This is an optimization exercise on Yosys and OpenROAD, whose aim is small area, not a production implementation. Function was checked by simulation only, so behaviour that the tests miss may differ from the original. Power and IR drop assume default switching activity.

## v53
==> flow/design.v (excerpt) <==
module wb_regfile #(
   parameter int DATA_W = 32,
   parameter int ADDR_W = 5,
   parameter int CNT_W  = 16
) (
   input  logic              clk,
   input  logic              rst_n,
   input  logic              MemtoReg_WB,
   input  logic              RegWrite_WB,
   input  logic [DATA_W-1:0] dmReadData_WB,
   input  logic [DATA_W-1:0] ALUResult_WB,
   input  logic [ADDR_W-1:0] Dst_WB,
   input  logic [ADDR_W-1:0] ReadReg1_ID,
   input  logic [ADDR_W-1:0] ReadReg2_ID,
   output logic [DATA_W-1:0] ReadData1_ID,
   output logic [DATA_W-1:0] ReadData2_ID,
   output logic [DATA_W-1:0] WriteData_WB,
   output logic [CNT_W-1:0]  CommitCount
);
Size in the first run: about 3400 cells after synthesis, about 200 I/O pins, ~38000 um2 of cells after synthesis.
clock: 6.5 ns
lec_check: 0
cap_margin: 20
core_margin: 2
core_utilization: 45
cts_buf_list: sky130_fd_sc_hd__clkbuf_16
cts_cluster_diameter: 80
cts_cluster_size: 25
setup_slack_margin: 0.1
slew_margin: 20
synth_hierarchical: 1
synth_minimum_keep_size: 0
standard.sh (not shown) runs the stock make flow with config.mk's settings and CLKGATE_MAP_FILE= SYNTH_SCRIPT=/design/flow/synth_recipe.tcl, a recipe that flattens the netlist after the stock synthesis.
==> flow/flow/run.sh <==
#!/bin/bash
set -euo pipefail
cd "$(dirname "$0")/.."
CTS="-sink_clustering_enable -repair_clock_nets -dont_use_dummy_load"
CTS="$CTS -buf_list sky130_fd_sc_hd__clkbuf_16 -sink_clustering_size 25 -sink_clustering_max_diameter 80"
bash standard.sh \
  "BUFFER_PORTS_ARGS=-buffer_cell sky130_fd_sc_hd__buf_1" \
  "CTS_ARGS=$CTS" \
  finish > flow_make.log 2>&1
v53 finished end to end and its layout was clean on timing, DRC and antenna.
Input-level comparison between v1 and v53:
# v53
export LEC_CHECK = 0
export CAP_MARGIN = 20
export CORE_MARGIN = 2
export CORE_UTILIZATION = 45
export CTS_BUF_LIST = sky130_fd_sc_hd__clkbuf_16
export CTS_CLUSTER_DIAMETER = 80
export CTS_CLUSTER_SIZE = 25
export SETUP_SLACK_MARGIN = 0.1
export SLEW_MARGIN = 20
export SYNTH_HIERARCHICAL = 1
export SYNTH_MINIMUM_KEEP_SIZE = 0
create_clock -name core_clock -period 6.5 [get_ports {clk}]
# v1
export LEC_CHECK = 0
export CAP_MARGIN = 20
export CORE_MARGIN = 2
export CORE_UTILIZATION = 40
export SETUP_SLACK_MARGIN = 0.5
export SLEW_MARGIN = 20
export SYNTH_HIERARCHICAL = 1
export SYNTH_MINIMUM_KEEP_SIZE = 0
create_clock -name core_clock -period 6.5 [get_ports {clk}]
==> flow/run.sh (new file) <==
#!/bin/bash
# synth_recipe.tcl (not shown) runs the flow's synth.tcl, then flattens the netlist and writes it again
# the make line also repeats each setting of config.mk as NAME=value (left out here)
make -C /OpenROAD-flow-scripts/flow DESIGN_CONFIG=/design/flow/config.mk WORK_HOME=/design/flow/orfs CLKGATE_MAP_FILE= SYNTH_SCRIPT=/design/flow/synth_recipe.tcl finish
removed: flow/flow/run.sh
removed: flow/standard.sh
Results
Maximum number of pins on one net before global-route repair went down by more than 10% going from v53 to v1.
Compared with v53, in v1 multi-input combinational gate total picked up an extra about 1.4%, power share of the combinational group lost 1.6 points.
Per the comparison of v1 with v53, number of vias after detailed routing held steady; worst setup slack grew by 0.11 ns; register area held steady.
[v1] wire length on met2 rose 480 um relative to v53
Final cell area: v1 above v53
Looking at final core utilization across v53 and v1, the one that comes out lower is v1.
v1 vs v53: die area up in v1
Edits applied to the flow inputs when going from v1 to v14:
# v1
export LEC_CHECK = 0
export CAP_MARGIN = 20
export CORE_MARGIN = 2
export CORE_UTILIZATION = 40
export SETUP_SLACK_MARGIN = 0.5
export SLEW_MARGIN = 20
export SYNTH_HIERARCHICAL = 1
export SYNTH_MINIMUM_KEEP_SIZE = 0
create_clock -name core_clock -period 6.5 [get_ports {clk}]
# v14
export LEC_CHECK = 0
export CAP_MARGIN = 20
export CORE_MARGIN = 2
export CORE_UTILIZATION = 55
export CTS_BUF_LIST = sky130_fd_sc_hd__clkbuf_16
export CTS_CLUSTER_DIAMETER = 80
export CTS_CLUSTER_SIZE = 25
export GPL_ROUTABILITY_DRIVEN = 0
export PLACE_DENSITY = 0.7
export SETUP_SLACK_MARGIN = 0.1
export SLEW_MARGIN = 20
export SYNTH_HIERARCHICAL = 1
export SYNTH_MINIMUM_KEEP_SIZE = 0
create_clock -name core_clock -period 6.5 [get_ports {clk}]
==> flow/flow/run.sh (new file) <==
#!/bin/bash
set -euo pipefail
cd "$(dirname "$0")/.."
CTS="-sink_clustering_enable -repair_clock_nets -dont_use_dummy_load"
CTS="$CTS -buf_list sky130_fd_sc_hd__clkbuf_16 -sink_clustering_size 25 -sink_clustering_max_diameter 80"
bash standard.sh \
  "BUFFER_PORTS_ARGS=-buffer_cell sky130_fd_sc_hd__buf_1" \
  "CTS_ARGS=$CTS" \
  finish > flow_make.log 2>&1
==> flow/standard.sh (new file) <==
#!/bin/bash
# synth_recipe.tcl (not shown) runs the flow's synth.tcl, then flattens the netlist and writes it again
# the make line also repeats each setting of config.mk as NAME=value (left out here)
make -C /OpenROAD-flow-scripts/flow DESIGN_CONFIG=/design/flow/config.mk WORK_HOME=/design/flow/orfs CLKGATE_MAP_FILE= SYNTH_SCRIPT=/design/flow/synth_recipe.tcl "${@:-finish}"
removed: flow/run.sh
[summary]
Going from v1 to v14, total power draw -19%; fraction of the cycle the final worst path needs -1.7 points; share of power burned in combinational logic +1.5 points; first-pass GRT wire length -about 5%.
Achievable frequency, v14 vs v1: up slightly

---

wb_regfile, a different RTL version from the one above (not shown whole).
For scale: about 3,300 cells after synthesis, roughly 200 I/O pins.
clock: 6.5 ns
lec_check: 0
cap_margin: 20
core_margin: 2
core_utilization: 55
cts_buf_list: sky130_fd_sc_hd__clkbuf_16
cts_cluster_diameter: 80
cts_cluster_size: 25
place_density: 0.7
setup_slack_margin: 0.1
slew_margin: 20
synth_hierarchical: 1
synth_minimum_keep_size: 0
==> flow/flow/run.sh <==
#!/bin/bash
set -euo pipefail
cd "$(dirname "$0")/.."
CTS="-sink_clustering_enable -repair_clock_nets -dont_use_dummy_load"
CTS="$CTS -buf_list sky130_fd_sc_hd__clkbuf_16 -sink_clustering_size 25 -sink_clustering_max_diameter 80"
bash standard.sh \
  "BUFFER_PORTS_ARGS=-buffer_cell sky130_fd_sc_hd__buf_1" \
  "CTS_ARGS=$CTS" \
  finish > flow_make.log 2>&1
Edit:
==> flow/flow/run.sh (replaced) <==
#!/bin/bash
set -euo pipefail
cd "$(dirname "$0")/.."
CTS="-sink_clustering_enable -repair_clock_nets -dont_use_dummy_load"
CTS="$CTS -buf_list sky130_fd_sc_hd__clkbuf_16 -sink_clustering_size 30 -sink_clustering_max_diameter 80"
bash standard.sh \
  "BUFFER_PORTS_ARGS=-buffer_cell sky130_fd_sc_hd__buf_1" \
  "CTS_ARGS=$CTS" \
  finish > flow_make.log 2>&1
- CTS_CLUSTER_SIZE: 25 -> 30
- GPL_ROUTABILITY_DRIVEN: default -> 0
The new run produced a clean layout.
Cell area hardly moves.
Clock power came out lower by about 4%.
Non-clock buffer count goes up by 8.
Global-route usage goes up by 0.33 points.
Clock-buffer cell count drops by 4.
Worst setup slack gets worse by 0.22 ns.
Area after synthesis does not change.

---

== build 88 ==
wb_regfile with an RTL version that a note above also has.
For scale: roughly 3,400 cells after synthesis, roughly 1,000 flip-flops.
clock: 6.5 ns
lec_check: 0
cap_margin: 20
core_margin: 2
core_utilization: 45
cts_buf_list: sky130_fd_sc_hd__clkbuf_16
cts_cluster_diameter: 80
cts_cluster_size: 25
gpl_routability_driven: 0
setup_slack_margin: 0.1
slew_margin: 20
synth_hierarchical: 1
synth_minimum_keep_size: 0
==> flow/flow/run.sh <==
#!/bin/bash
set -euo pipefail
cd "$(dirname "$0")/.."
CTS="-sink_clustering_enable -repair_clock_nets -dont_use_dummy_load"
CTS="$CTS -buf_list sky130_fd_sc_hd__clkbuf_16 -sink_clustering_size 25 -sink_clustering_max_diameter 80"
bash standard.sh \
  "BUFFER_PORTS_ARGS=-buffer_cell sky130_fd_sc_hd__buf_1" \
  "CTS_ARGS=$CTS" \
  finish > flow_make.log 2>&1
Edits applied to the flow inputs when going from build 88 to build 2:
==> flow/flow/run.sh <==
#!/bin/bash
set -euo pipefail
cd "$(dirname "$0")/.."
CTS="-sink_clustering_enable -repair_clock_nets -dont_use_dummy_load"
CTS="$CTS -buf_list sky130_fd_sc_hd__clkbuf_16 -sink_clustering_size 30 -sink_clustering_max_diameter 80"
bash standard.sh \
  "BUFFER_PORTS_ARGS=-buffer_cell sky130_fd_sc_hd__buf_1" \
  "CTS_ARGS=$CTS" \
  finish > flow_make.log 2>&1
==> flow/config.mk <==
export PLATFORM = sky130hd
export DESIGN_NAME = wb_regfile
export DESIGN_NICKNAME = wb_regfile
export VERILOG_FILES = /design/flow/design.v
export SDC_FILE = /design/flow/constraint.sdc
export NUM_CORES = 4
export LEC_CHECK = 0
export CAP_MARGIN = 20
export CORE_MARGIN = 2
export CORE_UTILIZATION = 55
export CTS_BUF_LIST = sky130_fd_sc_hd__clkbuf_16
export CTS_CLUSTER_DIAMETER = 80
export CTS_CLUSTER_SIZE = 30
export GPL_ROUTABILITY_DRIVEN = 0
export PLACE_DENSITY = 0.7
export SETUP_SLACK_MARGIN = 0.1
export SLEW_MARGIN = 20
export SYNTH_HIERARCHICAL = 1
export SYNTH_MINIMUM_KEEP_SIZE = 0
### Flow results
Going from build 88 to build 2, via count lower; met1 usage in global routing higher.
Build 2 against build 88: sequential share of cell area higher; die outline area lower.
What build 47 does differently from build 2 at the input level:
==> flow/flow/run.sh <==
#!/bin/bash
set -euo pipefail
cd "$(dirname "$0")/.."
CTS="-sink_clustering_enable -repair_clock_nets -dont_use_dummy_load"
CTS="$CTS -buf_list sky130_fd_sc_hd__clkbuf_16 -sink_clustering_size 25 -sink_clustering_max_diameter 80"
bash standard.sh \
  "BUFFER_PORTS_ARGS=-buffer_cell sky130_fd_sc_hd__buf_1" \
  "CTS_ARGS=$CTS" \
  finish > flow_make.log 2>&1
-- flow/config.mk --
<<< build 2, line 11
export CTS_BUF_LIST = sky130_fd_sc_hd__clkbuf_16
export CTS_CLUSTER_DIAMETER = 80
export CTS_CLUSTER_SIZE = 30
export GPL_ROUTABILITY_DRIVEN = 0
export PLACE_DENSITY = 0.7
export SETUP_SLACK_MARGIN = 0.1
>>> build 47, line 11
export CTS_BUF_LIST = sky130_fd_sc_hd__clkbuf_16
export CTS_CLUSTER_DIAMETER = 80
export CTS_CLUSTER_SIZE = 25
export PLACE_DENSITY = 0.7
export SETUP_SLACK_MARGIN = 0.1
==> comparison <==
Build 47 can be clocked faster than build 2. Clock distribution power went up by a few percent going from build 2 to build 47. Going from build 2 to build 47, fill cell total of the finished layout shrinks by 0.31%. The final critical-path required period of build 47 falls short of that of build 2 by 45 ps. Build 47 reports its highest-delay cell along the critical path as sky130_fd_sc_hd__nand4_1 while build 2 reports sky130_fd_sc_hd__xor2_1.

static timing again, ports no longer ideal:
The results above use ideal ports. As a check the final layouts listed here were re-extracted and re-timed, cells and wires unchanged.
Step 1, drivers: a clkbuf_16 drives clk and a buf_2 each remaining input, both assumed.
Step 2 moves the port delays by t, midway between the first and last clock arrival at a register: inputs arrive t later, outputs are due t later. That takes back most of the time a late clock gives input paths.
Slacks: no drivers / after step 1 / after step 2; pairs: no drivers / after step 1.
run | t, ns | slack for setup (ns) | pins driven straight from the clock port
v53 | 0.703 | 0.264 / 0.241 / 0.241 | 1
v1 | 0.754 | 0.378 / 0.356 / 0.356 | 1
v14 | 0.692 | 0.488 / 0.452 / 0.452 | 1
the first run of note 2 | 0.692 | 0.497 / 0.458 / 0.458 | 1
the second run of note 2 | 0.696 | 0.274 / 0.202 / 0.202 | 1
build 88 | 0.710 | 0.229 / 0.203 / 0.203 | 1
build 2 | 0.701 | 0.476 / 0.449 / 0.449 | 1
build 47 | 0.699 | 0.520 / 0.495 / 0.495 | 1
After both steps every run listed still meets setup and hold. The setup slack of the second run of note 2, which loses most, moves by -0.072 ns with the drivers and by -0.072 ns with both steps.
